This design comes from an exercise in tuning for small area, a short achievable clock period and few clock cycles on the open sky130 flow, not from production work.
At most, simulation tests tie the RTL to the original design; equivalence was not proved.
Function not checked in run 5: the RTL went through the layout flow alone.
No activity file was given, so power comes from the tool's default toggle rates.

==> design.v <==
package cic_decim_pkg;
  typedef enum logic [0:0] {
    ErrUpstream = 1'b0,
    ErrSequence = 1'b1
  } cic_err_bit_e;
  function automatic integer cic_growth(input integer rate, input integer m, input integer n);
    reg [127:0] prod;
    integer     i, b;
    begin
      prod = 128'd1;
      for (i = 0; i < n; i = i + 1) prod = prod * rate * m;
      cic_growth = 0;
      for (b = 0; b < 128; b = b + 1) if ((128'd1 << b) < prod) cic_growth = b + 1;
    end
  endfunction
  function automatic integer cic_ch_w(input integer channels);
    cic_ch_w = (channels > 1) ? $clog2(channels) : 1;
  endfunction
  localparam int unsigned DefW    = 16 + cic_growth(125, 1, 4);
  localparam int unsigned DefChW  = cic_ch_w(2);
endpackage
module cic_comb_chain #(
  parameter int unsigned W          = 44,
  parameter int unsigned STAGES     = 4,
  parameter int unsigned DIFF_DELAY = 1
) (
  input  logic [W-1:0]                           x,
  input  logic [STAGES*DIFF_DELAY-1:0][W-1:0]    dly,
  output logic [W-1:0]                           y,
  output logic [STAGES*DIFF_DELAY-1:0][W-1:0]    dly_next
);
  always_comb begin
    logic [W-1:0] stage_in;
    stage_in = x;
    for (int s = 0; s < STAGES; s++) begin
      dly_next[s*DIFF_DELAY] = stage_in;
      for (int j = 1; j < DIFF_DELAY; j++) dly_next[s*DIFF_DELAY+j] = dly[s*DIFF_DELAY+j-1];
      stage_in = stage_in - dly[s*DIFF_DELAY+DIFF_DELAY-1];
    end
    y = stage_in;
  end
endmodule
module cic_decim #(
  parameter int unsigned IN_W       = 16,
  parameter int unsigned OUT_W      = 16,
  parameter int unsigned STAGES     = 4,
  parameter int unsigned RATE       = 125,
  parameter int unsigned DIFF_DELAY = 1,
  parameter int unsigned CHANNELS   = 2,
  parameter int unsigned CH_W       = cic_decim_pkg::cic_ch_w(CHANNELS)
) (
  input  logic             clk,
  input  logic             reset_n,
  input  logic [IN_W-1:0]  in_data,
  input  logic [CH_W-1:0]  in_channel,
  input  logic             in_valid,
  output logic             in_ready,
  input  logic [1:0]       in_error,
  input  logic             in_startofpacket,
  input  logic             in_endofpacket,
  output logic [OUT_W-1:0] out_data,
  output logic [CH_W-1:0]  out_channel,
  output logic             out_valid,
  input  logic             out_ready,
  output logic [1:0]       out_error,
  output logic             out_startofpacket,
  output logic             out_endofpacket
);
  localparam int unsigned W    = IN_W + cic_decim_pkg::cic_growth(RATE, DIFF_DELAY, STAGES);
  localparam int unsigned PH_W = $clog2(RATE);
  logic unused_eop;
  assign unused_eop = in_endofpacket;
  logic [1:0]      rst_sh;       
  logic            clr_dly;      
  logic [5:0]      pos;          
  logic            in_ready_q;
  logic            iv;           
  logic            go_q;         
  logic            cons_q;       
  logic            isd_q;        
  logic            exp_ch;
  logic [1:0][PH_W-1:0] ph;
  logic [1:0]      ph123, ph124;  
  logic [1:0][1:0] err;
  logic [1:0]      pend;         
  logic            older;        
  logic            act;          
  logic            pch;          
  logic [3:1]      br;           
  logic            p2, dmp;      
  logic            dz;           
  logic            out_valid_q;
  logic [IN_W-1:0] id;
  logic            che, sok, algn;
  logic [1:0]      ierr;
  logic [W-1:0]    s0_a, s0_b, s0_c, s0_d, s0_w;
  logic [W-1:0]    s1_a, s1_b, s1_c, s1_d, s1_w;
  logic [2:0][45:0][1:0] dr;     
  logic [1:0][1:0] res_err;
  logic [OUT_W-1:0] out_data_q;
  logic            out_ch_q, out_sop_q;
  logic [1:0]      out_err_q;
  logic clr_int, hd;
  logic [5:0] kb;                
  logic       cch;               
  assign clr_int = rst_sh[1];
  assign hd      = pos[0];
  assign kb      = cch ? pos - 6'd23 : pos;
  logic start, sch, order_ok, step, last;
  assign sch      = (pos == 6'd23);    
  assign order_ok = !pend[~sch] || (older == sch);
  assign start    = !act && (pos == 6'd0 || pos == 6'd23) && pend[sch] && order_ok && !out_valid_q;
  assign step     = start || act;
  assign cch      = act ? pch : sch;
  assign last     = act && (kb == 6'(W / 2 - 1));
  logic exp_ch_n, ld, iv_n, che_in, che_n, sok_n, algn_n, go_n, cons_n, isd_n;
  logic [1:0] pend_n, ph123_n, ph124_n, blk_n;
  logic [1:0][PH_W-1:0] ph_n;
  always_comb begin
    exp_ch_n = go_q ? ~che : exp_ch;
    ph_n = ph;
    if (go_q) ph_n[che] = isd_q ? '0 : ph[che] + PH_W'(1);
    pend_n = pend;
    if (last) pend_n[pch] = 1'b0;
    if (dz) pend_n[hd] = 1'b1;
    for (int c = 0; c < 2; c++) begin
      ph123_n[c] = (ph_n[c] == PH_W'(RATE - 2));
      ph124_n[c] = (go_q && che == c) ? (!isd_q && ph123[c]) : ph124[c];
      blk_n[c]   = (pend_n[c] || (last && pch == c) || (out_valid_q && out_ch_q == c)) &&
                   ph124_n[c];
    end
  end
  logic [2:0] go_p, cons_p, isd_p;    
  logic       go_h, cons_h, isd_h, sel_go, sel_cons, sel_isd;
  always_comb begin
    go_p[0]   = hd && !blk_n[0];
    cons_p[0] = go_p[0];
    isd_p[0]  = go_p[0] && ph124_n[0];
    go_p[1]   = !exp_ch_n && hd && !blk_n[0];
    cons_p[1] = exp_ch_n || (hd && !blk_n[0]);
    isd_p[1]  = go_p[1] && ph124_n[0];
    go_p[2]   = exp_ch_n && !hd && !blk_n[1];
    cons_p[2] = !exp_ch_n || (!hd && !blk_n[1]);
    isd_p[2]  = go_p[2] && ph124_n[1];
    go_h   = iv && sok && !algn && !blk_n[che];
    cons_h = iv && (!sok || (!algn && !blk_n[che]));
    isd_h  = go_h && ph124_n[che];
    sel_go   = in_startofpacket ? go_p[0]   : (in_channel ? go_p[2]   : go_p[1]);
    sel_cons = in_startofpacket ? cons_p[0] : (in_channel ? cons_p[2] : cons_p[1]);
    sel_isd  = in_startofpacket ? isd_p[0]  : (in_channel ? isd_p[2]  : isd_p[1]);
  end
  assign ld     = !iv || cons_q;           
  assign iv_n   = ld ? in_valid : iv;
  assign che_in = in_startofpacket ? 1'b0 : in_channel;
  assign che_n  = ld ? che_in : che;
  assign sok_n  = ld ? (in_startofpacket || (in_channel == exp_ch_n)) : sok;
  assign algn_n = ld ? (che_in != hd) : !algn;
  assign go_n   = ld ? (in_valid && sel_go) : go_h;
  assign cons_n = ld ? (in_valid && sel_cons) : cons_h;
  assign isd_n  = ld ? (in_valid && sel_isd) : isd_h;
  logic [W-1:0] xg, ag, bg, cg, a_new, b_new, c_new, d_new;
  assign xg = go_q ? {{(W-IN_W){id[IN_W-1]}}, id} : '0;
  assign ag = go_q ? s0_a : '0;
  assign bg = p2 ? s1_b : '0;
  assign cg = p2 ? s1_c : '0;
  logic [W-1:0] bs, bc, ds, dc;
  assign bs = s0_b ^ ag ^ xg;
  assign bc = {((s0_b[W-2:0] & ag[W-2:0]) | (s0_b[W-2:0] & xg[W-2:0]) | (ag[W-2:0] & xg[W-2:0])), 1'b0};
  assign ds = s1_d ^ cg ^ bg;
  assign dc = {((s1_d[W-2:0] & cg[W-2:0]) | (s1_d[W-2:0] & bg[W-2:0]) | (cg[W-2:0] & bg[W-2:0])), 1'b0};
  cic_bk_add #(.N(W)) u_add_a (.a(s0_a), .b(xg), .s(a_new));
  cic_bk_add #(.N(W)) u_add_b (.a(bs), .b(bc), .s(b_new));
  cic_bk_add #(.N(W)) u_add_c (.a(s1_c), .b(bg), .s(c_new));
  cic_bk_add #(.N(W)) u_add_d (.a(ds), .b(dc), .s(d_new));
  logic [3:0][1:0] y;            
  logic [3:1] br_n;
  always_comb begin
    y[0] = (hd == cch) ? s0_w[2*kb[4:0] +: 2] : s1_w[2*kb[4:0] +: 2];
    for (int i = 1; i <= 3; i++) begin
      {br_n[i], y[i]} = {1'b0, y[i-1]} - {1'b0, dr[i-1][0]} - {2'b00, br[i]};
    end
  end
  always_ff @(posedge clk or negedge reset_n) begin
    if (!reset_n) begin
      rst_sh      <= 2'b11;
      clr_dly     <= 1'b1;
      pos         <= '0;
      iv          <= 1'b0;
      go_q        <= 1'b0;
      cons_q      <= 1'b0;
      isd_q       <= 1'b0;
      exp_ch      <= 1'b0;
      ph          <= '0;
      ph123       <= '0;
      ph124       <= '0;
      err         <= '0;
      pend        <= '0;
      older       <= 1'b0;
      act         <= 1'b0;
      pch         <= 1'b0;
      br          <= '0;
      p2          <= 1'b0;
      dmp         <= 1'b0;
      dz          <= 1'b0;
      out_valid_q <= 1'b0;
    end else begin
      rst_sh     <= {rst_sh[0], 1'b0};
      if (pos == 6'd45) clr_dly <= 1'b0;
      pos        <= (pos == 6'd45) ? 6'd0 : pos + 6'd1;
      iv         <= iv_n;
      go_q       <= go_n;
      cons_q     <= cons_n;
      isd_q      <= isd_n;
      exp_ch     <= exp_ch_n;
      ph         <= ph_n;
      ph123      <= ph123_n;
      ph124      <= ph124_n;
      pend       <= pend_n;
      if (dz) older <= (pend[~hd] && !(last && pch == ~hd)) ? ~hd : hd;
      if (go_q) begin
        err[che] <= isd_q ? 2'b00 : (err[che] | ierr);
      end else if (cons_q) begin
        err[exp_ch][1] <= 1'b1;
      end
      p2   <= go_q;
      dmp  <= isd_q;
      dz   <= dmp;
      if (start) begin
        act <= 1'b1;
        pch <= sch;
      end else if (last) begin
        act <= 1'b0;
      end
      if (step) br <= last ? '0 : br_n;
      if (last) out_valid_q <= 1'b1;
      else if (out_ready) out_valid_q <= 1'b0;
    end
  end
  always_ff @(posedge clk) begin
    in_ready_q <= ld ? (!in_valid || sel_cons) : (!iv || cons_h);
    if (ld) begin
      id   <= in_data;
      ierr <= in_error;
    end
    che  <= che_n;
    sok  <= sok_n;
    algn <= algn_n;
    if (isd_q) res_err[che] <= err[che] | ierr;
    s1_a <= a_new;
    s1_b <= b_new;
    s1_c <= clr_int ? '0 : s0_c;
    s1_d <= (dz || clr_int) ? '0 : s0_d;
    s1_w <= dz ? s0_d : s0_w;
    s0_a <= clr_int ? '0 : s1_a;
    s0_b <= clr_int ? '0 : s1_b;
    s0_c <= c_new;
    s0_d <= d_new;
    s0_w <= s1_w;
    for (int i = 0; i < 3; i++) begin
      dr[i] <= {(step ? y[i] : (dr[i][0] & {2{!clr_dly}})), dr[i][45:1]};
    end
    if (step && kb >= 6'((W - OUT_W) / 2)) out_data_q <= {y[3], out_data_q[OUT_W-1:2]};
    out_ch_q   <= pch;
    out_sop_q  <= !pch;
    out_err_q  <= res_err[pch];
  end
  assign in_ready          = in_ready_q;
  assign out_valid         = out_valid_q;
  assign out_data          = out_data_q;
  assign out_channel       = out_ch_q;
  assign out_error         = out_err_q;
  assign out_startofpacket = out_sop_q;
  assign out_endofpacket   = out_ch_q;
endmodule
module cic_bk_add #(
  parameter int N = 44
) (
  input  logic [N-1:0] a,
  input  logic [N-1:0] b,
  output logic [N-1:0] s
);
  logic [N-1:0] g, p, p0;
  always_comb begin
    g  = a & b;
    p  = a ^ b;
    p0 = p;
    for (int l = 0; (1 << l) < N; l++) begin
      for (int i = (2 << l) - 1; i < N; i += (2 << l)) begin
        g[i] = g[i] | (p[i] & g[i - (1 << l)]);
        p[i] = p[i] & p[i - (1 << l)];
      end
    end
    for (int l = 4; l >= 0; l--) begin
      for (int i = 3 * (1 << l) - 1; i < N; i += (2 << l)) begin
        g[i] = g[i] | (p[i] & g[i - (1 << l)]);
        p[i] = p[i] & p[i - (1 << l)];
      end
    end
    s[0] = p0[0];
    for (int i = 1; i < N; i++) s[i] = p0[i] ^ g[i-1];
  end
endmodule
==> flow/run.sh <==
#!/bin/bash
# Layout flow: the standard layout (standard.sh, ORFS from synthesis to the final layout)
# with three changes:
# * the buffers that ORFS puts on every input and output port are buf_2 cells (ORFS otherwise
#   picks its own, slow buffer cell for them);
# * clock tree synthesis inserts no dummy loads;
# * repair_timing works towards a setup slack of 13.2 ns, so it speeds up the paths that would
#   otherwise stay slower than the port paths.
# make's full output (every tool it runs) goes to flow.log in the work folder; ORFS keeps each
# step's own log under orfs/logs/.
set -euo pipefail
export BUFFER_PORTS_ARGS="-buffer_cell sky130_fd_sc_hd__buf_2"
export SETUP_SLACK_MARGIN=13.2
export CTS_ARGS="-sink_clustering_enable -repair_clock_nets -buf_list sky130_fd_sc_hd__clkbuf_16 -sink_clustering_size 30 -sink_clustering_max_diameter 90 -dont_use_dummy_load"
bash standard.sh > flow.log 2>&1
==> standard.sh <==
#!/bin/bash
# synth_recipe.tcl (not shown) runs the flow's synth.tcl, then flattens the netlist and writes it again
# the make line also repeats each setting of config.mk as NAME=value (left out here)
make -C /OpenROAD-flow-scripts/flow DESIGN_CONFIG=/design/flow/config.mk WORK_HOME=/design/flow/orfs CLKGATE_MAP_FILE= SYNTH_SCRIPT=/design/flow/synth_recipe.tcl "${@:-finish}"
==> config.mk <==
export PLATFORM = sky130hd
export DESIGN_NAME = cic_decim
export DESIGN_NICKNAME = cic_decim
export VERILOG_FILES = /design/flow/design.v
export SDC_FILE = /design/flow/constraint.sdc
export NUM_CORES = 4
export LEC_CHECK = 0
export CAP_MARGIN = 20
export CORE_MARGIN = 2
export CORE_UTILIZATION = 62
export CTS_BUF_LIST = sky130_fd_sc_hd__clkbuf_16
export CTS_CLUSTER_DIAMETER = 90
export CTS_CLUSTER_SIZE = 30
export GPL_TIMING_DRIVEN = 0
export SLEW_MARGIN = 20
==> constraint.sdc <==
create_clock -name core_clock -period 18.0 [get_ports {clk}]
set_input_delay 3.6000 -clock core_clock [delete_from_list [all_inputs] [get_ports {clk}]]
set_output_delay 3.6000 -clock core_clock [all_outputs]
set_load 0.01 [all_outputs]
==> results.py, run 1 <==
metrics = {
    "sta": {
        "relSlewSlack": 0.2496,
        "fmaxAchievable_mhz": 203.0,
        "finalHoldViolCount": 0,
        "drv_slew": 0,
        "finalCritPeriodShare": 0.2737,
        "final-setup-viol-count": 0,
        "skew_ps": 76.84,
        "finalSetupTns_ps": 0,
        "worstMarginPinSlew_ps": 1126,
        "rsz0062_at_grt": "yes",
        "final.min_clock_period_ps": 4926,
    },
    "synth": {
        "synth_nets": 2939,
        "synth_edf_count": 40,
        "avgSynthCellArea_um2": 11.98,
        "synth_ff_type": "dfxtp_1",
        "syn-cell-area_um2": 30760,
        "synthTopCellsByArea": "dfxtp_1, fa_1, ha_1",
        "yosysTopAreaCell": "dfxtp_1",
        "async_reset_ff_frac": 0.05926,
        "synth_seq_cells": 810,
        "netlist_instances": 2568,
        "yosysSeqAreaShare": 0.5482,
        "ys.warnings.count": 2,
        "yosysUniqueCellTypes": 76,
        "synth_top_area_frac": 0.4699,
    },
    "clock_network": {
        "htreeDepth": 2,
        "ctsHoldBuffers": 0,
        "cts_tree": "built",
        "clk_pin_slew_ps": 110,
        "cts_made_buffers": 36,
        "clockBufferDepth": 3,
        "clk_latency_ps": 590,
        "clock-root-buffer": "clkbuf_16",
        "cts.sinks": 810,
    },
    "pwr": {
        "finalPower_w": 0.004043,
        "sequentialPowerShare": 0.541,
        "p_sw_frac": 0.2996,
        "combPwrFrac": 0.243,
        "power.switching_w": 0.001211,
        "power.density_nw_per_um2": 120.9,
        "p_int_w": 0.002832,
        "peakVddDrop_mv": 0.07744,
        "p_leak_nw": 15.71,
        "p_clk_frac": 0.216,
    },
    "route": {
        "drt-wirelength-per-cell_um": 16.16,
        "detail-route-antenna-nets": 0,
        "drc": 0,
        "drtPass1Iterations": 5,
        "drt_first_iter_violations": 856,
        "routed_wl_mm": 54.21,
        "vias_per_cell": 5.092,
        "vias": 17080,
    },
    "cells_and_area": {
        "drive_above_1_share": 0.09405,
        "area_delta_synth_final_pct": 8.698,
        "fin_area_um2": 33430,
        "fin_util": 0.6830,
        "layoutNonFillerInstCount": 3354,
        "insertedDiodeCount": 0,
        "layout.nets": 3063,
    },
    "grt": {
        "grt_usage": 0.2215,
        "antenna_found_initial": 1,
        "grt_pass1_vias": 17600,
        "grt_max_degree": 49,
        "grt-ovfl-total": 0,
        "grt_pass1_wl_mm": 89.22,
    },
    "die": {
        "initial_utilization": 0.6283,
        "rows": 81,
        "num_io_pins": 48,
        "die_width_um": 226.7,
        "die_h_um": 226.7,
        "core_um2": 48950,
        "dieArea_um2": 51410,
    },
    "setup_path": {
        "cp.arrival_ps": 5280,
        "path_class": "register to register",
        "critical_path.startpoint_type": "register",
        "worstPathRequired_ps": 18360,
        "setup.worst_path.end_class": "register",
        "cp_max_fo": 6,
        "r2r_setup_slack_ps": 13070,
    },
    "place": {
        "dpl-instance-area_um2": 31950,
        "place_inst": 3280,
        "place_congestion": 0.8889,
        "hpwl_mm": 40.01,
        "buffer_ports.inserted": 46,
    },
    "worst_hold_path": {
        "hp-class": "register to register",
    },
    "flow_run": {
        "max-cap-violations": 0,
    },
    "status": {
        "status": "timing/DRC/antenna clean",
    },
}
## Yosys cell counts, types with 5 or more instances
master	instances
a211oi_1	13
a21boi_0	5
a21o_1	58
a21oi_1	86
a31oi_1	14
and2_1	136
and3_1	6
and4_1	5
clkbuf_1	57
dfrtp_1	45
dfxtp_1	722
edfxtp_1	40
fa_1	178
ha_1	168
inv_1	237
mux2_2	47
mux2i_1	22
nand2_1	160
nand2b_1	23
nand3_1	24
nand4_1	16
nor2_1	54
nor2b_1	154
nor3_1	17
nor4_1	5
o211ai_1	6
o21a_1	11
o21ai_0	70
o21bai_1	6
o31ai_1	8
or2_2	5
or3_1	5
xnor2_1	40
xor2_1	59
## kinds of logic after synthesis
| group | count (synthesis) | share of synthesized area |
|---|---|---|
| AO/OA/AOI/OAI | 320 | 0.06843 |
| XOR/XNOR | 99 | 0.02819 |
| adder cells (fa/ha/maj) | 346 | 0.1842 |
| buffers and inverters | 299 | 0.03673 |
| flip-flops | 810 | 0.5482 |
| multiplexers | 71 | 0.02555 |
| other | 1 | 0.0001219 |
| AND/OR/NAND/NOR | 622 | 0.1086 |
## worst max-delay path, cell delays in order (launching register included)
cell and delay (ps):
dfrtp_1 360, buf_6 100, or3b_4 390, o31ai_4 340
mux2i_4 440, buf_6 180, nand2_2 50, and3_4 160
o311a_1 320, o32a_1 340, fa_2 580, fa_1 450
clkbuf_2 140, fa_2 330, fa_1 480, inv_1 40
## layer usage
metal	global-route usage	vias up	wire length, µm
met3	0.03304	71	1945
met2	0.3652	223	25210
met4	0.06367	2	1212
met1	0.3049	8220	25830
li1	-	8563	-
met5	0	-	18
## power groups by stage
stage | Combinational (W) | Sequential, W | Clock (W)
after CTS | 0.000987 | 0.00219 | 0.000900
final | 0.000984 | 0.00219 | 0.000874
after global routing | 0.00114 | 0.00222 | 0.000960
after global placement | 0.000910 | 0.00222 | 0
after detailed placement | 0.000960 | 0.00223 | 0
after floorplan | 0.000724 | 0.00218 | 0
## stage by stage
stage | worst slack, ps | hold WS, ps
final | 13070 | 323.2
after global routing | 12940 | 322.8
after CTS | 13030 | 322.9
after detailed placement | 11480 | 312.1
after global placement | 11660 | 310.9
after floorplan | 13200 | 309.6
## registers in the layout, indices dropped and copies added, names as in the netlist, 3 cells and up, named ones only
signal,flops
s0_c,44
s0_a,44
dr,276
s0_d,44
ph,14
s1_w,44
pos,6
s0_w,44
s1_d,44
s1_b,44
br,3
out_data_q,16
s0_b,44
s1_a,44
id,16
s1_c,44
## layout make-up
cell class	count	area (µm²)
repair inverters	1	5.005
well taps	664	830.8
fillers	3644	15520
flip-flops and latches	810	16870
repair buffers	85	564.3
multi-input cells	1459	13000
plain buffers	61	370.4
inverters	238	897.1
clock buffers	36	900.9
## cells in the final DEF, fill, tap and decap left out, types with 10 or more instances in the layout
master and count:
a211oi_1 12, a31oi_1 14, nand2_1 153, buf_4 36
mux2i_1 22, clkbuf_2 11, clkbuf_1 36, dfrtp_1 43
nor2_1 52, edfxtp_1 40, clkbuf_16 38, nand2b_1 23
a21o_1 58, a21oi_1 81, nand3_1 24, inv_1 236
nor3_1 17, nor2b_1 153, mux2_2 46, ha_1 165
fa_1 174, xnor2_1 38, nand4_1 16, and2_1 135
o21ai_0 66, xor2_1 59, o21a_1 10, buf_2 44
dfxtp_1 721
## final timing paths
kind,from,to,cells after the start
worst min-delay path,dr[175]$_DFF_P_,dr[173]$_DFF_P_,0
min in group asynchronous,reset_n,out_valid_q$_DFFE_PN0P_,1
worst max-delay path,pos[4]$_DFF_PN0_,out_data_q[15]$_DFFE_PP_,15
worst min register to register,dr[175]$_DFF_P_,dr[173]$_DFF_P_,0
worst max register to register,pos[4]$_DFF_PN0_,out_data_q[15]$_DFFE_PP_,15
max in group asynchronous,reset_n,pos[1]$_DFF_PN0_,1
## what timing repair did
item,in CTS,in global routing
resized for setup,71,18
gates cloned,1,0
pin swaps,17,13
buffers inserted,23,14
setup endpoints to repair,117,22
Testbench counts, summed over its fixed seeds: cycles 80,584.
==> inputs of run 2 (changes only) <==
--- a/config.mk
+++ b/config.mk
@@ -13,3 +13,2 @@
 export CTS_CLUSTER_SIZE = 30
-export GPL_TIMING_DRIVEN = 0
 export SLEW_MARGIN = 20
==> run 2 against run 1 <==
  * Still clean on timing, DRC and antenna
  * Die area stayed put
  * Register-to-register slack better by 190 ps
  * Final area is 0.90% lower
  * Fmax is 3.6% higher
  * Worst hold slack worse by 22 ps
  * Critical path type is now register to primary output
  * Critical endpoint is now out_data[6]
==> results.py, run 2 <==
metrics = {
    "status": {
        "status": "timing/DRC/antenna clean",
    },
    "setup_path": {
        "cp_max_fo": 2,
        "worstPathRequired_ps": 14400,
        "slowest_stage": "edfxtp_1",
        "critPathBufInv": 1,
        "cp.arrival_ps": 1150,
        "worstPathCellList": "buf_2",
        "path_class": "register to primary output",
        "crit_family": "flip-flops",
        "critical_path.startpoint_type": "register",
        "setup.worst_path.end_class": "primary output",
        "crit_path_max_incr_delay_ps": 410,
    },
    "sta": {
        "finalCritPeriodShare": 0.2641,
        "fmaxAchievable_mhz": 210.4,
        "final.min_clock_period_ps": 4753,
        "rsz0062_at_grt": "yes",
        "relSlewSlack": 0.3697,
        "finalSetupTns_ps": 0,
        "skew_ps": 73.50,
        "drv_slew": 0,
        "worstMarginPinSlew_ps": 941.9,
        "finalHoldViolCount": 0,
        "final-setup-viol-count": 0,
        "hold-worst-slack_ps": 300.9,
    },
    "clock_network": {
        "clk_pin_slew_ps": 100,
        "cts_tree": "built",
        "clockBufferDepth": 3,
        "clk_latency_ps": 580,
        "clock-root-buffer": "clkbuf_16",
        "htreeDepth": 2,
        "cts.sinks": 810,
        "cts_made_buffers": 34,
    },
    "grt": {
        "antenna_found_initial": 0,
        "grt_util_met1": 0.2954,
        "use_met2": 0.3332,
        "grt-ovfl-total": 0,
        "grt_use_met3": 0.02566,
        "grt_pass1_vias": 17440,
        "grt_busiest_layer": "met2",
        "grt_pass1_wl_mm": 85.50,
        "grt_usage": 0.2066,
        "grt_max_degree": 81,
    },
    "synth": {
        "ys_top_cells_by_count": "dfxtp_1, inv_1, fa_1",
        "synth_ff_type": "dfxtp_1",
        "synth.most_common_cell": "dfxtp_1",
        "syn-cell-area_um2": 30760,
        "synth_seq_cells": 810,
        "synth_top_area_frac": 0.4699,
        "synthTopCellsByArea": "dfxtp_1, fa_1, ha_1",
        "yosysTopAreaCell": "dfxtp_1",
        "synth_edf_count": 40,
        "synth_nets": 2939,
        "yosysSeqAreaShare": 0.5482,
        "yosysUniqueCellTypes": 76,
        "avgSynthCellArea_um2": 11.98,
        "async_reset_ff_frac": 0.05926,
        "ys.warnings.count": 2,
        "netlist_instances": 2568,
    },
    "pwr": {
        "power.density_nw_per_um2": 120.3,
        "finalPower_w": 0.003986,
        "peakVddDrop_mv": 0.05804,
        "sequentialPowerShare": 0.550,
        "power.switching_w": 0.001180,
        "p_leak_nw": 15.50,
        "p_clk_frac": 0.215,
        "combPwrFrac": 0.235,
        "p_sw_frac": 0.2959,
        "p_int_w": 0.002806,
    },
    "route": {
        "drt-wirelength-per-cell_um": 15.36,
        "routed_wl_mm": 50.71,
        "vias": 16810,
        "drtPass1Iterations": 5,
        "drc": 0,
        "vias_per_cell": 5.092,
        "drt_first_iter_violations": 722,
        "detail-route-antenna-nets": 0,
    },
    "cells_and_area": {
        "layout.nets": 3010,
        "drive_above_1_share": 0.08836,
        "final_common_cell": "dfxtp_1",
        "regMostFlops": "dr",
        "final_cell_mix": "dfxtp_1, inv_1, fa_1, ha_1, nand2_1",
        "insertedDiodeCount": 0,
        "largest_register_ffs": 276,
        "area_delta_synth_final_pct": 7.721,
        "n_fill_cell": 3689,
    },
    "die": {
        "num_io_pins": 48,
        "die_width_um": 226.7,
        "core_um2": 48950,
        "die_h_um": 226.7,
        "initial_utilization": 0.6283,
        "rows": 81,
        "dieArea_um2": 51410,
    },
    "worst_hold_path": {
        "hp-class": "register to register",
    },
    "place": {
        "buffer_ports.inserted": 46,
        "place_congestion": 0.8201,
        "hpwl_mm": 35.07,
    },
    "flow_run": {
        "max-cap-violations": 0,
    },
}
==> run 2: cell counts after synthesis <==
No cell type changed its count.
==> run 2: routing by layer <==
metal	part of all wire	vias up	wire, µm
li1	-	8445	-
met1	0.50	8173	25190
met2	0.46	130	23160
met3	0.025	60	1246
met4	0.022	0	1115
met5	0	-	0
==> run 2: final cells by class <==
class,instances,area (µm²),share of cell area
repair buffers,96,724.4,0.02187
well taps,664,830.8,0.02508
multi-input cells,1459,12940,0.3906
flip-flops and latches,810,16880,0.5096
inverters,238,900.9,0.02719
clock buffers,34,850.8,0.02568
==> run 2: logic make-up after synthesis <==
family / synth area share
adders and majority gates: 0.1842
AOI/OAI and AO/OA: 0.06843
xor gates and xnor gates: 0.02819
muxes: 0.02555
other: 0.0001219
and+or+nand+nor: 0.1086
buffers and inverters: 0.03673
DFF: 0.5482
==> run 2: power groups by stage <==
stage,logic [W],clock network (W),registers (W)
floorplan,0.000724,0,0.00218
global route,0.00109,0.000950,0.00222
CTS,0.000932,0.000888,0.00220
finish,0.000938,0.000856,0.00219
global placement,0.000859,0,0.00223
detailed placement,0.000906,0,0.00224
==> run 2: path summary, 6_finish.rpt <==
kind                                         start                        to  slack (ps)  cells after the start
min reg2reg                       s1_w[24]$_DFF_P_          s0_w[24]$_DFF_P_         300                      0
max reg2reg                       pos[3]$_DFF_PN0_  out_data_q[15]$_DFFE_PP_       13260                     14
max                        out_data_q[6]$_DFFE_PP_               out_data[6]       13250                      1
min                               s1_w[24]$_DFF_P_          s0_w[24]$_DFF_P_         300                      0
max in group asynchronous                  reset_n              dz$_DFF_PN0_       14490                      1
min in group asynchronous                  reset_n           ph[7]$_DFF_PN0_        3020                      1
==> run 2: through the flow <==
step             util  setup slack [ps]  area [µm²]  std cells
6_report       0.6768             13250       33130       3301
3_5_place_dp   0.6478             12140       31710       3224
4_1_cts        0.6715             13210       32870       3279
5_1_grt        0.6768             13070       33130       3301
2_1_floorplan       -             13200       30840       2568
3_3_place_gp   0.6478             12190       31710       3224
==> run 2: what timing repair did <==
action,4_1_cts,5_1_grt
buffers inserted,21,21
setup endpoints to repair,55,19
resized for setup,34,16
hold buffers,0,0
cloned,0,1
pin swaps,3,6
==> inputs of run 3 (changes only) <==
--- a/config.mk
+++ b/config.mk
@@ -11,4 +11,4 @@
 export CTS_BUF_LIST = sky130_fd_sc_hd__clkbuf_16
-export CTS_CLUSTER_DIAMETER = 90
-export CTS_CLUSTER_SIZE = 30
+export CTS_CLUSTER_DIAMETER = 80
+export CTS_CLUSTER_SIZE = 26
 export SLEW_MARGIN = 20
==> run 3 against run 2 <==
  * Worst hold slack is the same
  * Still clean
  * Highest routed layer unchanged
  * Via count is the same
  * Sequential power is essentially flat
  * Total power is the same
==> results.py, run 3 <==
metrics = {
    "status": {
        "status": "timing/DRC/antenna clean",
    },
    "setup_path": {
        "crit_family": "flip-flops",
        "setup.worst_path.start": "out_data_q[6]$_DFFE_PP_",
        "crit_path_max_incr_delay_ps": 410,
        "cp_max_fo": 2,
        "slowest_stage": "edfxtp_1",
        "critPathBufInv": 1,
        "worstPathRequired_ps": 14400,
        "path_class": "register to primary output",
        "rr_startpoint": "pos[3]$_DFF_PN0_",
        "critical_path.startpoint_type": "register",
        "worstPathCellList": "buf_2",
        "setup.worst_path.end_class": "primary output",
        "cp.arrival_ps": 1150,
    },
    "route": {
        "detail-route-antenna-nets": 0,
        "drc": 0,
        "drtPass1Iterations": 5,
        "wl_met1_mm": 25.19,
        "drt_first_iter_violations": 722,
        "drt-wirelength-per-cell_um": 15.36,
        "vias_per_cell": 5.092,
        "wl_met3_mm": 1.246,
        "vias": 16810,
        "routed_wl_mm": 50.71,
        "top_layer": "met4",
        "wl_met2_mm": 23.16,
    },
    "sta": {
        "skew_ps": 73.50,
        "hold-worst-slack_ps": 300.9,
        "finalCritPeriodShare": 0.2641,
        "rsz0062_at_grt": "yes",
        "fmaxAchievable_mhz": 210.4,
        "relSlewSlack": 0.3697,
        "final.min_clock_period_ps": 4753,
        "finalSetupTns_ps": 0,
        "worstMarginPinSlew_ps": 941.9,
        "finalHoldViolCount": 0,
        "final-setup-viol-count": 0,
        "drv_slew": 0,
    },
    "pwr": {
        "finalPower_w": 0.003986,
        "p_leak_nw": 15.50,
        "power.switching_w": 0.001180,
        "power.density_nw_per_um2": 120.3,
        "p_int_w": 0.002806,
        "peakVddDrop_mv": 0.05804,
        "p_clk_frac": 0.215,
        "p_sw_frac": 0.2959,
        "sequentialPowerShare": 0.550,
        "combPwrFrac": 0.235,
    },
    "clock_network": {
        "cts.sinks": 810,
        "clock-root-buffer": "clkbuf_16",
        "htreeDepth": 2,
        "cts_tree": "built",
        "clk_latency_ps": 580,
        "ctsHoldBuffers": 0,
        "clockBufferDepth": 3,
        "cts_made_buffers": 34,
        "clk_pin_slew_ps": 100,
    },
    "grt": {
        "grt_pass1_vias": 17440,
        "grt_usage": 0.2066,
        "grt_max_degree": 81,
        "antenna_found_initial": 0,
        "grt-ovfl-total": 0,
        "grt_pass1_wl_mm": 85.50,
    },
    "synth": {
        "yosysUniqueCellTypes": 76,
        "synth_nets": 2939,
        "synth_edf_count": 40,
        "synth_seq_cells": 810,
        "synth_ff_type": "dfxtp_1",
        "async_reset_ff_frac": 0.05926,
        "ys.warnings.count": 2,
        "avgSynthCellArea_um2": 11.98,
        "yosysTopAreaCell": "dfxtp_1",
        "netlist_instances": 2568,
        "synth.most_common_cell": "dfxtp_1",
        "syn-cell-area_um2": 30760,
        "yosysSeqAreaShare": 0.5482,
        "synthTopCellsByArea": "dfxtp_1, fa_1, ha_1",
        "ys_top_cells_by_count": "dfxtp_1, inv_1, fa_1",
        "synth_top_area_frac": 0.4699,
    },
    "cells_and_area": {
        "largest_register_ffs": 276,
        "area_delta_synth_final_pct": 7.721,
        "final_common_cell": "dfxtp_1",
        "drive_above_1_share": 0.08836,
        "regMostFlops": "dr",
        "fin_util": 0.6768,
        "insertedDiodeCount": 0,
        "layout.nets": 3010,
        "final_cell_mix": "dfxtp_1, inv_1, fa_1, ha_1, nand2_1",
    },
    "place": {
        "buffer_ports.inserted": 46,
        "hpwl_mm": 35.07,
        "place_congestion": 0.8201,
    },
    "flow_run": {
        "max-cap-violations": 0,
    },
    "die": {
        "rows": 81,
        "initial_utilization": 0.6283,
        "die_width_um": 226.7,
        "core_um2": 48950,
        "dieArea_um2": 51410,
        "die_h_um": 226.7,
        "num_io_pins": 48,
    },
    "worst_hold_path": {
        "worstHoldStart": "s1_w[24]$_DFF_P_",
        "hp-class": "register to register",
    },
}
-- run 3: cell counts after synthesis --
Identical to the previous run, type by type.
-- run 3: cell families after synthesis --
| group | Yosys count | share of synthesized area |
|---|---|---|
| compound gates | 320 | 0.06843 |
| xor+xnor | 99 | 0.02819 |
| fa+ha+maj | 346 | 0.1842 |
| buf+inv | 299 | 0.03673 |
| flops | 810 | 0.5482 |
| mux | 71 | 0.02555 |
| other cells | 1 | 0.0001219 |
| simple gates | 622 | 0.1086 |
-- run 3: repair_timing --
item / 4_1_cts / 5_1_grt
gates cloned: 0 / 1
setup buffers: 21 / 21
gates resized for setup: 34 / 16
endpoints found under the setup margin: 55 / 19
pin swaps: 3 / 6
-- run 3: worst paths after layout --
path	to	slack [ps]	cells after the start
max in group asynchronous	dz$_DFF_PN0_	14490	1
setup / recovery	out_data[6]	13250	1
hold reg to reg	s0_w[24]$_DFF_P_	300	0
hold / removal	s0_w[24]$_DFF_P_	300	0
min in group asynchronous	ph[7]$_DFF_PN0_	3020	1
setup reg to reg	out_data_q[15]$_DFFE_PP_	13260	14
-- run 3: metrics by stage --
stage	std cells	cell area (µm²)	setup WS, ps
6_report	3301	33130	13250
3_5_place_dp	3224	31710	12140
4_1_cts	3279	32870	13210
3_3_place_gp	3224	31710	12190
2_1_floorplan	2568	30840	13200
5_1_grt	3301	33130	13070
-- run 3: cell type report --
cell class | instances | area, µm²
well taps | 664 | 830.8
multi-input cells | 1459 | 12940
repair buffers | 96 | 724.4
inverters | 238 | 900.9
flip-flops and latches | 810 | 16880
fillers | 3689 | 15820
clock buffers | 34 | 850.8
-- run 3: power by group through the flow --
stage | combinational [W] | clock, W | sequential [W]
6_report | 0.000938 | 0.000856 | 0.00219
5_1_grt | 0.00109 | 0.000950 | 0.00222
4_1_cts | 0.000932 | 0.000888 | 0.00220
3_5_place_dp | 0.000906 | 0 | 0.00224
3_3_place_gp | 0.000859 | 0 | 0.00223
2_1_floorplan | 0.000724 | 0 | 0.00218
-- run 3: per-layer routing --
layer,global-route usage,vias up
li1,-,8445
met3,0.02566,60
met2,0.3332,130
met4,0.05688,0
met5,0,-
met1,0.2954,8173
==> inputs of run 4 (changes only) <==
--- a/flow/run.sh
+++ b/flow/run.sh
@@ -6,3 +6,3 @@
 # * clock tree synthesis inserts no dummy loads;
-# * repair_timing works towards a setup slack of 13.2 ns, so it speeds up the paths that would
+# * repair_timing works towards a setup slack of 13.25 ns, so it speeds up the paths that would
 #   otherwise stay slower than the port paths.
@@ -12,3 +12,3 @@
 export BUFFER_PORTS_ARGS="-buffer_cell sky130_fd_sc_hd__buf_2"
-export SETUP_SLACK_MARGIN=13.2
+export SETUP_SLACK_MARGIN=13.25
 export CTS_ARGS="-sink_clustering_enable -repair_clock_nets -buf_list sky130_fd_sc_hd__clkbuf_16 -sink_clustering_size 30 -sink_clustering_max_diameter 90 -dont_use_dummy_load"
--- a/config.mk
+++ b/config.mk
@@ -9,6 +9,6 @@
 export CORE_MARGIN = 2
-export CORE_UTILIZATION = 62
+export CORE_UTILIZATION = 55
 export CTS_BUF_LIST = sky130_fd_sc_hd__clkbuf_16
-export CTS_CLUSTER_DIAMETER = 80
-export CTS_CLUSTER_SIZE = 26
+export CTS_CLUSTER_DIAMETER = 90
+export CTS_CLUSTER_SIZE = 30
 export SLEW_MARGIN = 20
==> run 4 against run 3 <==
  * Via count is 0.19% higher
  * Synthesized cell count stayed put
  * First-iteration DRC count is 9.3% lower
  * Register-to-register slack worse by 60 ps
  * Combinational power is 1% higher
  * Final area is 1.1% higher
  * Die area is 12% higher
  * Total power is 1.4% higher
  * Final cell count is 2.9% higher
  * Critical path type is now register to register
  * Critical endpoint is now out_data_q[15]$_DFFE_PP_
==> results.py, run 4 <==
metrics = {
    "cells_and_area": {
        "final_cell_mix": "dfxtp_1, inv_1, fa_1, ha_1, nand2_1",
        "n_fill_cell": 4490,
        "layout.nets": 3018,
        "area_delta_synth_final_pct": 8.901,
        "final_common_cell": "dfxtp_1",
        "largest_register_ffs": 276,
        "fin_util": 0.6068,
        "drive_above_1_share": 0.09603,
        "regMostFlops": "dr",
    },
    "setup_path": {
        "worstPathRequired_ps": 18360,
        "critical_path.startpoint_type": "register",
        "cp_max_fo": 7,
        "cp.arrival_ps": 5160,
        "setup.worst_path.end_class": "register",
        "path_class": "register to register",
    },
    "clock_network": {
        "clock-root-buffer": "clkbuf_16",
        "clk_pin_slew_ps": 110,
        "cts_made_buffers": 37,
        "clockBufferDepth": 3,
        "htreeDepth": 2,
        "cts.sinks": 810,
        "cts_tree": "built",
        "clk_latency_ps": 600,
        "ctsHoldBuffers": 0,
    },
    "die": {
        "rows": 86,
        "dieArea_um2": 57830,
        "core_um2": 55200,
        "die_h_um": 240.5,
        "die_width_um": 240.5,
        "initial_utilization": 0.5572,
        "num_io_pins": 48,
    },
    "synth": {
        "synth_nets": 2939,
        "synth_compound_area_frac": 0.06842,
        "synth_top_area_frac": 0.4699,
        "synth_ff_type": "dfxtp_1",
        "synthXorXnorAreaFrac": 0.02819,
        "netlist_instances": 2568,
        "yosysTopAreaCell": "dfxtp_1",
        "synth_top_family_by_area": "adder cells",
        "ys.warnings.count": 2,
        "synthMuxAreaShare": 0.02555,
        "avgSynthCellArea_um2": 11.98,
        "async_reset_ff_frac": 0.05926,
        "yosysSeqAreaShare": 0.5482,
        "syn-cell-area_um2": 30760,
        "ys_top_cells_by_count": "dfxtp_1, inv_1, fa_1",
        "yosysUniqueCellTypes": 76,
        "synth_seq_cells": 810,
        "synthSimpleGateAreaFrac": 0.1086,
        "yosys.area_share.adder": 0.1842,
        "synthTopCellsByArea": "dfxtp_1, fa_1, ha_1",
        "synth_edf_count": 40,
        "synth.most_common_cell": "dfxtp_1",
    },
    "grt": {
        "grt_max_degree": 85,
        "grt_pass1_wl_mm": 88.04,
        "grt_pass1_vias": 17710,
        "grt_usage": 0.1890,
        "antenna_found_initial": 2,
        "grt-ovfl-total": 0,
    },
    "pwr": {
        "peakVddDrop_mv": 0.07170,
        "sequentialPowerShare": 0.543,
        "power.switching_w": 0.001201,
        "p_int_w": 0.002839,
        "p_leak_nw": 15.62,
        "power.density_nw_per_um2": 120.6,
        "p_sw_frac": 0.2972,
        "p_clk_frac": 0.222,
        "combPwrFrac": 0.235,
    },
    "sta": {
        "drv_slew": 0,
        "fmaxAchievable_mhz": 208.5,
        "finalSetupTns_ps": 0,
        "final-setup-viol-count": 0,
        "relSlewSlack": 0.3240,
        "finalHoldViolCount": 0,
        "worstMarginPinSlew_ps": 1014,
        "skew_ps": 85.00,
        "rsz0062_at_grt": "yes",
        "worst_slack_ps": 13200,
        "final.min_clock_period_ps": 4797,
        "finalCritPeriodShare": 0.2665,
    },
    "place": {
        "hpwl_mm": 35.52,
        "place_congestion": 0.8451,
        "buffer_ports.inserted": 46,
        "pre_cts_slack_ps": 12330,
    },
    "route": {
        "drc": 0,
        "routed_wl_mm": 52.38,
        "vias_per_cell": 4.959,
        "drt-wirelength-per-cell_um": 15.42,
        "vias": 16840,
        "detail-route-antenna-nets": 0,
        "drt_first_iter_violations": 655,
        "drtPass1Iterations": 5,
    },
    "worst_hold_path": {
        "hp-class": "register to register",
    },
    "flow_run": {
        "max-cap-violations": 0,
    },
    "status": {
        "status": "timing/DRC/antenna clean",
    },
}
==> run 4: cell count changes in the layout (fill, tap and decap cells not counted), sizes merged <==
cell	delta
buf	+5
diode	+3
clkbuf	+3
==> run 4: power by group through the flow <==
stage	sequential, W	clock [W]	combinational, W
after floorplan	0.00218	0	0.000730
after global placement	0.00223	0	0.000877
after detailed placement	0.00224	0	0.000919
after CTS	0.00220	0.000935	0.000942
after global routing	0.00223	0.000996	0.00110
final	0.00219	0.000897	0.000950
==> run 4: layout make-up <==
type / instances / area [µm²] / area share
sequential: 810 / 16880 / 0.5041
tap: 748 / 935.9 / 0.02794
clock buffer: 37 / 925.9 / 0.02764
antenna: 3 / 7.507 / 0.0002241
timing repair buffer: 101 / 802.0 / 0.02394
inverter: 238 / 900.9 / 0.02690
multi-input combinational: 1459 / 13040 / 0.3893
==> run 4: timing repair <==
action	CTS	global route
cloned	1	1
endpoints found under the setup margin	79	36
setup buffers	32	11
pin swaps	2	11
resized for setup	34	24
==> run 4: worst max-delay path: stages (launching register included) <==
cell and delay, ps:
dfrtp_2 420, or3b_4 430, o31ai_4 320, mux2i_4 360, buf_12 160, buf_6 90
mux4_2 530, a21oi_2 150, o32a_1 210, fa_2 480, fa_1 500, fa_2 370
fa_1 500, inv_1 40
==> run 4: cells by family (layout without fill, tap and decap cells) <==
| kind of cell | Yosys count | count (layout) |
|---|---|---|
| xor+xnor | 99 | 99 |
| fa+ha+maj | 346 | 346 |
| flops | 810 | 810 |
| compound gates | 320 | 320 |
| other cells | 1 | 4 |
| buf+inv | 299 | 376 |
| mux | 71 | 71 |
| simple gates | 622 | 622 |
==> run 4: final timing paths <==
path | startpoint | to | slack [ps] | cells past startpoint
min in group asynchronous | reset_n | act$_DFFE_PN0P_ | 3110 | 2
setup reg to reg | pos[5]$_DFF_PN0_ | out_data_q[15]$_DFFE_PP_ | 13200 | 13
max in group asynchronous | reset_n | dz$_DFF_PN0_ | 14420 | 2
hold / removal | s1_w[24]$_DFF_P_ | s0_w[24]$_DFF_P_ | 320 | 0
setup / recovery | pos[5]$_DFF_PN0_ | out_data_q[15]$_DFFE_PP_ | 13200 | 13
hold reg to reg | s1_w[24]$_DFF_P_ | s0_w[24]$_DFF_P_ | 320 | 0
==> run 4: per-layer routing <==
metal  share of wire  wire (µm)  global-route usage
met5               0          0                   0
met4           0.022       1171             0.05251
met3           0.025       1308             0.02250
met2            0.45      23450              0.3050
met1            0.51      26450              0.2695
==> run 4: per-stage QoR <==
step	std cells	power [W]	cell area, µm²	hold slack [ps]
final	3396	0.004040	33490	317.1
after global routing	3394	0.004326	33490	320.5
after CTS	3381	0.004076	33260	314.8
after detailed placement	3311	0.003157	31920	312.1
after global placement	3311	0.003110	31920	310.3
after floorplan	2568	0.002910	30930	309.6
==> inputs of run 5 (changes only) <==
--- a/design.v
+++ b/design.v
@@ -174,2 +174,11 @@
   cic_bk_add #(.N(W)) u_add_d (.a(ds), .b(dc), .s(d_new));
+  logic [W-1:0] s1_w_n;
+  logic [1:0]   w_dig, w_dig_n;
+  logic [5:0]   pos_nx, k_nx;
+  logic         c_nx;
+  assign s1_w_n = dz ? s0_d : s0_w;
+  assign pos_nx = (pos == 6'd45) ? 6'd0 : pos + 6'd1;
+  assign c_nx   = (step && !last) ? cch : (pos_nx == 6'd23);
+  assign k_nx   = (step && !last) ? kb + 6'd1 : 6'd0;
+  assign w_dig_n = (pos_nx[0] == c_nx) ? s1_w[2*k_nx[4:0] +: 2] : s1_w_n[2*k_nx[4:0] +: 2];
   logic [3:0][1:0] y;            
@@ -177,3 +186,3 @@
   always_comb begin
-    y[0] = (hd == cch) ? s0_w[2*kb[4:0] +: 2] : s1_w[2*kb[4:0] +: 2];
+    y[0] = w_dig;
     for (int i = 1; i <= 3; i++) begin
@@ -208,3 +217,3 @@
       if (pos == 6'd45) clr_dly <= 1'b0;
-      pos        <= (pos == 6'd45) ? 6'd0 : pos + 6'd1;
+      pos        <= pos_nx;
       iv         <= iv_n;
@@ -252,3 +261,4 @@
     s1_d <= (dz || clr_int) ? '0 : s0_d;
-    s1_w <= dz ? s0_d : s0_w;
+    s1_w <= s1_w_n;
+    w_dig <= w_dig_n;
     s0_a <= clr_int ? '0 : s1_a;
--- a/flow/run.sh
+++ b/flow/run.sh
@@ -6,3 +6,3 @@
 # * clock tree synthesis inserts no dummy loads;
-# * repair_timing works towards a setup slack of 13.25 ns, so it speeds up the paths that would
+# * repair_timing works towards a setup slack of 13.2 ns, so it speeds up the paths that would
 #   otherwise stay slower than the port paths.
@@ -12,3 +12,3 @@
 export BUFFER_PORTS_ARGS="-buffer_cell sky130_fd_sc_hd__buf_2"
-export SETUP_SLACK_MARGIN=13.25
+export SETUP_SLACK_MARGIN=13.2
 export CTS_ARGS="-sink_clustering_enable -repair_clock_nets -buf_list sky130_fd_sc_hd__clkbuf_16 -sink_clustering_size 30 -sink_clustering_max_diameter 90 -dont_use_dummy_load"
==> run 5 against run 4 <==
  * Flip-flop and latch count is 2 higher
  * Global-route usage rose by 1.3 points
  * Clock skew increased by 3.5 ps
  * Combinational power up 23%
  * First-iteration DRC count rose by 47%
  * Utilization increased by 0.30 points
  * Via count grew 11%
  * Register-to-register slack better by 90 ps
  * Largest cell class unchanged
  * Largest power group unchanged
==> results.py, run 5 <==
metrics = {
    "pwr": {
        "combPwrFrac": 0.270,
        "p_int_w": 0.003010,
        "p_leak_nw": 16.18,
        "sequentialPowerShare": 0.519,
        "power.switching_w": 0.001332,
        "peakVddDrop_mv": 0.1014,
        "power.density_nw_per_um2": 123.7,
        "p_sw_frac": 0.3067,
        "p_clk_frac": 0.212,
    },
    "place": {
        "hpwl_mm": 38.93,
        "buffer_ports.inserted": 46,
        "place_congestion": 0.8503,
        "dpl-instance-area_um2": 32880,
    },
    "synth": {
        "yosysSeqAreaShare": 0.5287,
        "ys.warnings.count": 2,
        "synth_top_area_frac": 0.4534,
        "synth_compound_area_frac": 0.09085,
        "yosysTopAreaCell": "dfxtp_1",
        "ys_top_cells_by_count": "dfxtp_1, ha_1, inv_1",
        "synth_nets": 3131,
        "synthTopCellsByArea": "dfxtp_1, ha_1, fa_1",
        "syn-cell-area_um2": 31970,
        "synth.most_common_cell": "dfxtp_1",
        "synthSimpleGateAreaFrac": 0.1197,
        "synthMuxAreaShare": 0.02654,
        "synth_edf_count": 40,
        "yosys.area_share.adder": 0.1575,
        "synth_ff_type": "dfxtp_1",
        "synth_top_family_by_area": "adder cells",
        "synth_seq_cells": 812,
        "synthXorXnorAreaFrac": 0.04274,
        "netlist_instances": 2781,
        "yosysUniqueCellTypes": 93,
        "avgSynthCellArea_um2": 11.49,
        "async_reset_ff_frac": 0.05911,
    },
    "sta": {
        "drv_slew": 0,
        "finalHoldViolCount": 0,
        "skew_ps": 88.52,
        "rsz0062_at_grt": "yes",
        "worstMarginPinSlew_ps": 1115,
        "final-setup-viol-count": 0,
        "relSlewSlack": 0.2567,
        "finalCritPeriodShare": 0.2664,
        "fmaxAchievable_mhz": 208.5,
        "final.min_clock_period_ps": 4795,
        "finalSetupTns_ps": 0,
    },
    "route": {
        "drt-wirelength-per-cell_um": 16.63,
        "drtPass1Iterations": 5,
        "vias_per_cell": 5.173,
        "vias": 18690,
        "drc": 0,
        "detail-route-antenna-nets": 0,
        "drt_first_iter_violations": 961,
        "routed_wl_mm": 60.08,
    },
    "clock_network": {
        "clock-root-buffer": "clkbuf_16",
        "clockBufferDepth": 3,
        "cts.sinks": 812,
        "ctsHoldBuffers": 0,
        "cts_tree": "built",
        "clk_pin_slew_ps": 110,
        "clk_latency_ps": 600,
        "cts_made_buffers": 38,
        "htreeDepth": 2,
    },
    "grt": {
        "grt_max_degree": 69,
        "grt_pass1_wl_mm": 98.45,
        "grt-ovfl-total": 0,
        "antenna_found_initial": 2,
        "grt_pass1_vias": 19170,
        "grt_usage": 0.2023,
    },
    "cells_and_area": {
        "area_delta_synth_final_pct": 9.844,
        "final_cell_mix": "dfxtp_1, ha_1, inv_1, and2_1, nor2b_1",
        "layout.nets": 3200,
        "regArea_um2": 16920,
        "n_fill_cell": 4641,
        "final_common_cell": "dfxtp_1",
        "largest_register_ffs": 276,
        "regMostFlops": "dr",
        "insertedDiodeCount": 0,
        "fin_area_um2": 35110,
        "drive_above_1_share": 0.1176,
        "multi_input_area_um2": 14490,
    },
    "die": {
        "core_um2": 57590,
        "dieArea_um2": 60060,
        "die_width_um": 245.1,
        "initial_utilization": 0.5551,
        "die_h_um": 245.1,
        "num_io_pins": 48,
        "rows": 88,
    },
    "worst_hold_path": {
        "hp-class": "register to register",
    },
    "status": {
        "status": "timing/DRC/antenna clean",
    },
    "setup_path": {
        "cp_max_fo": 2,
        "critPathBufInv": 1,
        "worstPathCellList": "buf_2",
        "path_class": "register to primary output",
        "critical_path.startpoint_type": "register",
        "crit_path_max_incr_delay_ps": 440,
        "slowest_stage": "edfxtp_1",
        "worstPathRequired_ps": 14400,
        "setup.worst_path.end_class": "primary output",
        "cp.arrival_ps": 1200,
        "crit_family": "flip-flops",
    },
    "flow_run": {
        "max-cap-violations": 0,
    },
}
[run 5: cell count changes in the layout (fill, tap and decap cells not counted), moves of 9 or more]
cell      before  now
a21o_1        58   74
a31oi_1       14    5
and2_1       135  155
fa_1         174  118
ha_1         160  188
inv_1        235  184
nand2_1      159  125
nor2_1        53  113
nor3_1        17   27
o21bai_1       6   37
xnor2_1       38  100
[run 5: cells by family after synthesis]
group                    count (synthesis)
AO/OA/AOI/OAI                          422
XOR/XNOR                               156
adder cells (fa/ha/maj)                330
buffers and inverters                  276
flip-flops                             812
multiplexers                            75
other                                    1
AND/OR/NAND/NOR                        709
[run 5: metal layers]
layer / wire (µm) / up-vias / GRT usage
met2: 27290 / 183 / 0.3332
met5: 0 / - / 0
met3: 1562 / 69 / 0.02318
met4: 1834 / 0 / 0.05344
li1: - / 9331 / -
met1: 29390 / 9108 / 0.2840
[run 5: worst paths after layout]
| check | start | to | slack, ps | depth (start not counted) |
|---|---|---|---|---|
| setup / recovery | out_data_q[10]$_DFFE_PP_ | out_data[10] | 13200 | 1 |
| hold / removal | s1_w[26]$_DFF_P_ | s0_w[26]$_DFF_P_ | 300 | 0 |
| setup reg to reg | go_q$_DFF_PN0_ | s1_b[43]$_DFF_P_ | 13290 | 21 |
| hold reg to reg | s1_w[26]$_DFF_P_ | s0_w[26]$_DFF_P_ | 300 | 0 |
| max in group asynchronous | reset_n | p2$_DFF_PN0_ | 14410 | 2 |
| min in group asynchronous | reset_n | iv$_DFFE_PN0N_ | 3090 | 2 |
[run 5: power by group through the flow]
stage	clock, W	sequential, W	combinational (W)
2_1_floorplan	0	0.00221	0.000803
3_3_place_gp	0	0.00229	0.000940
3_5_place_dp	0	0.00229	0.000979
4_1_cts	0.000949	0.00225	0.00111
5_1_grt	0.00101	0.00229	0.00134
6_report	0.000919	0.00225	0.00117
[run 5: cell type report]
class	count	share of cell area
clock buffer	38	0.02708
inverter	190	0.02038
multi-input combinational	1695	0.4127
sequential	812	0.4818
tap	765	0.02726
timing repair buffer	113	0.03075
[run 5: what timing repair did]
action                                  in CTS  in global routing
pin swaps                                   15                 44
buffers inserted                            18                 31
endpoints found under the setup margin      60                 26
cloned                                       7                  5
hold endpoints to repair                     0                  0
resized for setup                           60                 57
[run 5: per-stage QoR]
stage               hold slack [ps]  power [W]  instances  worst slack [ps]  utilization
finish                        303.8   0.004342       3613             13200       0.6097
global route                  296.7   0.004634       3613             13120       0.6097
detailed placement            312.1   0.003272       3514             11930       0.5710
global placement              311.2   0.003228       3514             11980       0.5710
CTS                           309.3   0.004307       3577             13140       0.5982
floorplan                     309.6   0.003016       2781             13180            -
==> inputs of run 6 (changes only) <==
--- a/design.v
+++ b/design.v
@@ -174,11 +174,2 @@
   cic_bk_add #(.N(W)) u_add_d (.a(ds), .b(dc), .s(d_new));
-  logic [W-1:0] s1_w_n;
-  logic [1:0]   w_dig, w_dig_n;
-  logic [5:0]   pos_nx, k_nx;
-  logic         c_nx;
-  assign s1_w_n = dz ? s0_d : s0_w;
-  assign pos_nx = (pos == 6'd45) ? 6'd0 : pos + 6'd1;
-  assign c_nx   = (step && !last) ? cch : (pos_nx == 6'd23);
-  assign k_nx   = (step && !last) ? kb + 6'd1 : 6'd0;
-  assign w_dig_n = (pos_nx[0] == c_nx) ? s1_w[2*k_nx[4:0] +: 2] : s1_w_n[2*k_nx[4:0] +: 2];
   logic [3:0][1:0] y;            
@@ -186,3 +177,3 @@
   always_comb begin
-    y[0] = w_dig;
+    y[0] = (hd == cch) ? s0_w[2*kb[4:0] +: 2] : s1_w[2*kb[4:0] +: 2];
     for (int i = 1; i <= 3; i++) begin
@@ -217,3 +208,3 @@
       if (pos == 6'd45) clr_dly <= 1'b0;
-      pos        <= pos_nx;
+      pos        <= (pos == 6'd45) ? 6'd0 : pos + 6'd1;
       iv         <= iv_n;
@@ -261,4 +252,3 @@
     s1_d <= (dz || clr_int) ? '0 : s0_d;
-    s1_w <= s1_w_n;
-    w_dig <= w_dig_n;
+    s1_w <= dz ? s0_d : s0_w;
     s0_a <= clr_int ? '0 : s1_a;
==> run.sh (new file) <==
#!/bin/bash
# synth_recipe.tcl (not shown) runs the flow's synth.tcl, then flattens the netlist and writes it again
# the make line also repeats each setting of config.mk as NAME=value (left out here)
make -C /OpenROAD-flow-scripts/flow DESIGN_CONFIG=/design/flow/config.mk WORK_HOME=/design/flow/orfs CLKGATE_MAP_FILE= SYNTH_SCRIPT=/design/flow/synth_recipe.tcl finish
--- a/config.mk
+++ b/config.mk
@@ -9,3 +9,3 @@
 export CORE_MARGIN = 2
-export CORE_UTILIZATION = 55
+export CORE_UTILIZATION = 60
 export CTS_BUF_LIST = sky130_fd_sc_hd__clkbuf_16
@@ -13,2 +13,3 @@
 export CTS_CLUSTER_SIZE = 30
+export SETUP_SLACK_MARGIN = 5
 export SLEW_MARGIN = 20
removed: flow/run.sh
removed: standard.sh
==> run 6 against run 5 <==
  * Still clean
  * Synthesized cell count decreased by 7.7%
  * Worst hold slack better by 25 ps
  * Flip-flop and latch count fell by 2
  * Via count decreased by 11%
  * Clock power increased by 9%
  * Register-to-register slack lost 1100 ps
==> results.py, run 6 <==
metrics = {
    "route": {
        "vias": 16590,
        "vias_per_cell": 5.033,
        "drc": 0,
        "drtPass1Iterations": 5,
        "drt-wirelength-per-cell_um": 15.10,
        "detail-route-antenna-nets": 0,
        "routed_wl_mm": 49.79,
        "drt_first_iter_violations": 751,
    },
    "clock_network": {
        "clk_latency_ps": 590,
        "clock-root-buffer": "clkbuf_16",
        "cts_made_buffers": 37,
        "ctsHoldBuffers": 0,
        "clk_pin_slew_ps": 110,
        "post_cts_buffers": 0,
        "clockBufferDepth": 3,
        "cts_tree": "built",
        "htreeDepth": 2,
        "cts.sinks": 810,
        "cts_resized": 0,
    },
    "place": {
        "hpwl_mm": 34.98,
        "place_congestion": 0.8563,
        "buffer_ports.inserted": 46,
    },
    "setup_path": {
        "crit_path_max_incr_delay_ps": 660,
        "setup.worst_path.end_class": "register",
        "critical_path.startpoint_type": "register",
        "worstPathCellList": "buf_4, nand2_1, fa_1, inv_1, ha_1, a21o_1, a311o_1, o311ai_0, o21ai_0, a21oi_1, o21a_1, o31ai_1, a21boi_0, o21ai_0, fa_1, xnor2_1, xnor2_1, xnor2_1",
        "slowest_stage": "o311ai_0",
        "rr_startpoint": "go_q$_DFF_PN0_",
        "path_common_cell": "xnor2_1",
        "path_class": "register to register",
        "cp_max_fo": 29,
        "cp.arrival_ps": 6310,
        "setup.worst_path.start": "go_q$_DFF_PN0_",
        "worstPathRequired_ps": 18520,
    },
    "synth": {
        "synth_edf_count": 40,
        "synth_seq_cells": 810,
        "synthTopCellsByArea": "dfxtp_1, fa_1, ha_1",
        "syn-cell-area_um2": 30760,
        "synth_ff_type": "dfxtp_1",
        "avgSynthCellArea_um2": 11.98,
        "ys.warnings.count": 2,
        "async_reset_ff_frac": 0.05926,
        "synth_nets": 2939,
        "netlist_instances": 2568,
        "yosysTopAreaCell": "dfxtp_1",
        "yosysSeqAreaShare": 0.5482,
        "yosysUniqueCellTypes": 76,
        "synth_top_area_frac": 0.4699,
        "synth.most_common_cell": "dfxtp_1",
        "ys_top_cells_by_count": "dfxtp_1, inv_1, fa_1",
    },
    "die": {
        "num_io_pins": 48,
        "dieArea_um2": 53090,
        "die_h_um": 230.4,
        "initial_utilization": 0.6106,
        "core_um2": 50380,
        "rows": 82,
        "die_width_um": 230.4,
    },
    "status": {
        "status": "timing/DRC/antenna clean",
    },
    "cells_and_area": {
        "final_cell_mix": "dfxtp_1, inv_1, fa_1, ha_1, nand2_1",
        "area_delta_synth_final_pct": 7.628,
        "layout.nets": 2973,
        "drive_above_1_share": 0.05295,
        "n_fill_cell": 3838,
        "insertedDiodeCount": 0,
        "final_common_cell": "dfxtp_1",
        "regMostFlops": "dr",
        "largest_register_ffs": 276,
    },
    "pwr": {
        "peakVddDrop_mv": 0.07081,
        "p_sw_frac": 0.3009,
        "p_int_w": 0.002860,
        "power.switching_w": 0.001231,
        "finalPower_w": 0.004091,
        "p_clk_frac": 0.245,
        "p_leak_nw": 15.46,
        "sequentialPowerShare": 0.537,
        "power.density_nw_per_um2": 123.6,
        "combPwrFrac": 0.218,
    },
    "sta": {
        "finalHoldViolCount": 0,
        "final-setup-viol-count": 0,
        "relSlewSlack": 0.3072,
        "drv_slew": 0,
        "worstMarginPinSlew_ps": 1035,
        "skew_ps": 24.80,
        "fmaxAchievable_mhz": 172.6,
        "rsz0062_at_grt": "no",
        "finalSetupTns_ps": 0,
        "finalCritPeriodShare": 0.3219,
        "final.min_clock_period_ps": 5794,
    },
    "grt": {
        "grt_usage": 0.1981,
        "antenna_found_initial": 0,
        "grt_max_degree": 79,
        "grt_pass1_vias": 17410,
        "grt-ovfl-total": 0,
        "grt_pass1_wl_mm": 85.68,
    },
    "worst_hold_path": {
        "hp-class": "register to register",
        "worstHoldStart": "dr[174]$_DFF_P_",
    },
    "flow_run": {
        "max-cap-violations": 0,
    },
}
## run 6: cell count changes in the layout (fill, tap and decap cells not counted), moves of 45 or more
cell	previous run	this run
xnor2_1	100	40
fa_1	118	178
nor2_1	113	52
inv_1	184	241
buf_2	45	0
clkdlybuf4s50_1	0	45
## run 6: cell families (layout without fill, tap and decap cells)
kind of cell / after synthesis / after routing / synth area share
compound gates: 320 / 320 / 0.06843
xor+xnor: 99 / 99 / 0.02819
fa+ha+maj: 346 / 346 / 0.1842
buf+inv: 299 / 356 / 0.03673
flops: 810 / 810 / 0.5482
mux: 71 / 71 / 0.02555
other cells: 1 / 1 / 0.0001219
simple gates: 622 / 622 / 0.1086
## run 6: final timing paths
path | endpoint | cells past startpoint | slack [ps]
min in group asynchronous | iv$_DFFE_PN0N_ | 1 | 3000
max reg2reg | s1_b[43]$_DFF_P_ | 18 | 12210
max in group asynchronous | p2$_DFF_PN0_ | 1 | 14530
min reg2reg | dr[172]$_DFF_P_ | 0 | 330
min | dr[172]$_DFF_P_ | 0 | 330
max | s1_b[43]$_DFF_P_ | 18 | 12210
## run 6: power groups by stage
stage	sequential (W)	clock [W]	combinational [W]
floorplan	0.00218	0	0.000718
finish	0.00220	0.00100	0.000890
CTS	0.00220	0.00104	0.000906
global placement	0.00223	0	0.000857
global route	0.00223	0.00110	0.00104
detailed placement	0.00224	0	0.000899
## run 6: final cells by class
cell class                 instances  area, µm²  share of cell area
multi-input combinational       1459      12780              0.3861
timing repair buffer              56      533.0             0.01610
inverter                         238      893.4             0.02699
sequential                       810      16870              0.5095
clock inverter                    24      237.7            0.007181
clock buffer                      38      950.9             0.02873
tap                              672      840.8             0.02540
## run 6: worst max-delay path, delay by kind of cell (launching register included)
family	cells	cell delay, ps
AOI/OAI and AO/OA	9	2910
buffers and inverters	2	430
xor gates and xnor gates	3	470
and+or+nand+nor	1	230
DFF	1	350
adders and majority gates	3	1300
## run 6: through the flow
stage / utilization / cells / area, µm² / hold slack [ps] / setup slack, ps
finish: 0.6571 / 3297 / 33100 / 329.1 / 12210
global route: 0.6571 / 3297 / 33100 / 332.9 / 11870
CTS: 0.6571 / 3297 / 33100 / 333.7 / 12240
detailed placement: 0.6335 / 3235 / 31910 / 312.1 / 12300
global placement: 0.6334 / 3235 / 31910 / 310.2 / 12380
floorplan: - / 2568 / 30760 / 309.6 / 12020
## run 6: per-layer routing
layer | vias up | routed length [µm] | GRT usage
met5 | - | 0 | 0
li1 | 8412 | - | -
met2 | 190 | 22010 | 0.3188
met3 | 73 | 1361 | 0.02483
met4 | 0 | 1158 | 0.05746
met1 | 7919 | 25270 | 0.2837
Testbench counts of run 6, summed over its fixed seeds: cycles 80,584.

-- what the ideal ports hide --
The flow's constraints put no driver on any port. The routed layouts listed below were extracted and timed again, unchanged, in two steps.
Step 1 (the two cells are an assumption about what drives the block):
set clk [get_ports {clk}]
set_driving_cell -lib_cell sky130_fd_sc_hd__clkbuf_16 $clk
set_driving_cell -lib_cell sky130_fd_sc_hd__buf_2 [delete_from_list [all_inputs] $clk]
Step 2 also shifts input and output timing later by t, the mid clock arrival at the registers, as if the neighbouring blocks saw the same clock.
a / b / c = no drivers / after step 1 / after step 2; a / b = the first two.
run	shift t [ns]	setup slack, ns	hold WS [ns]
run 1	0.616	13.074 / 13.074 / 13.074	0.323 / 0.323 / 0.323
run 2	0.611	13.247 / 13.187 / 13.215	0.301 / 0.301 / 0.301
run 3	0.611	13.247 / 13.187 / 13.215	0.301 / 0.301 / 0.301
run 4	0.619	13.203 / 13.173 / 13.175	0.317 / 0.317 / 0.317
run 5	0.617	13.205 / 13.145 / 13.288	0.304 / 0.304 / 0.304
run 6	0.643	12.206 / 12.206 / 12.206	0.329 / 0.329 / 0.329
After both steps every run listed still meets setup and hold.
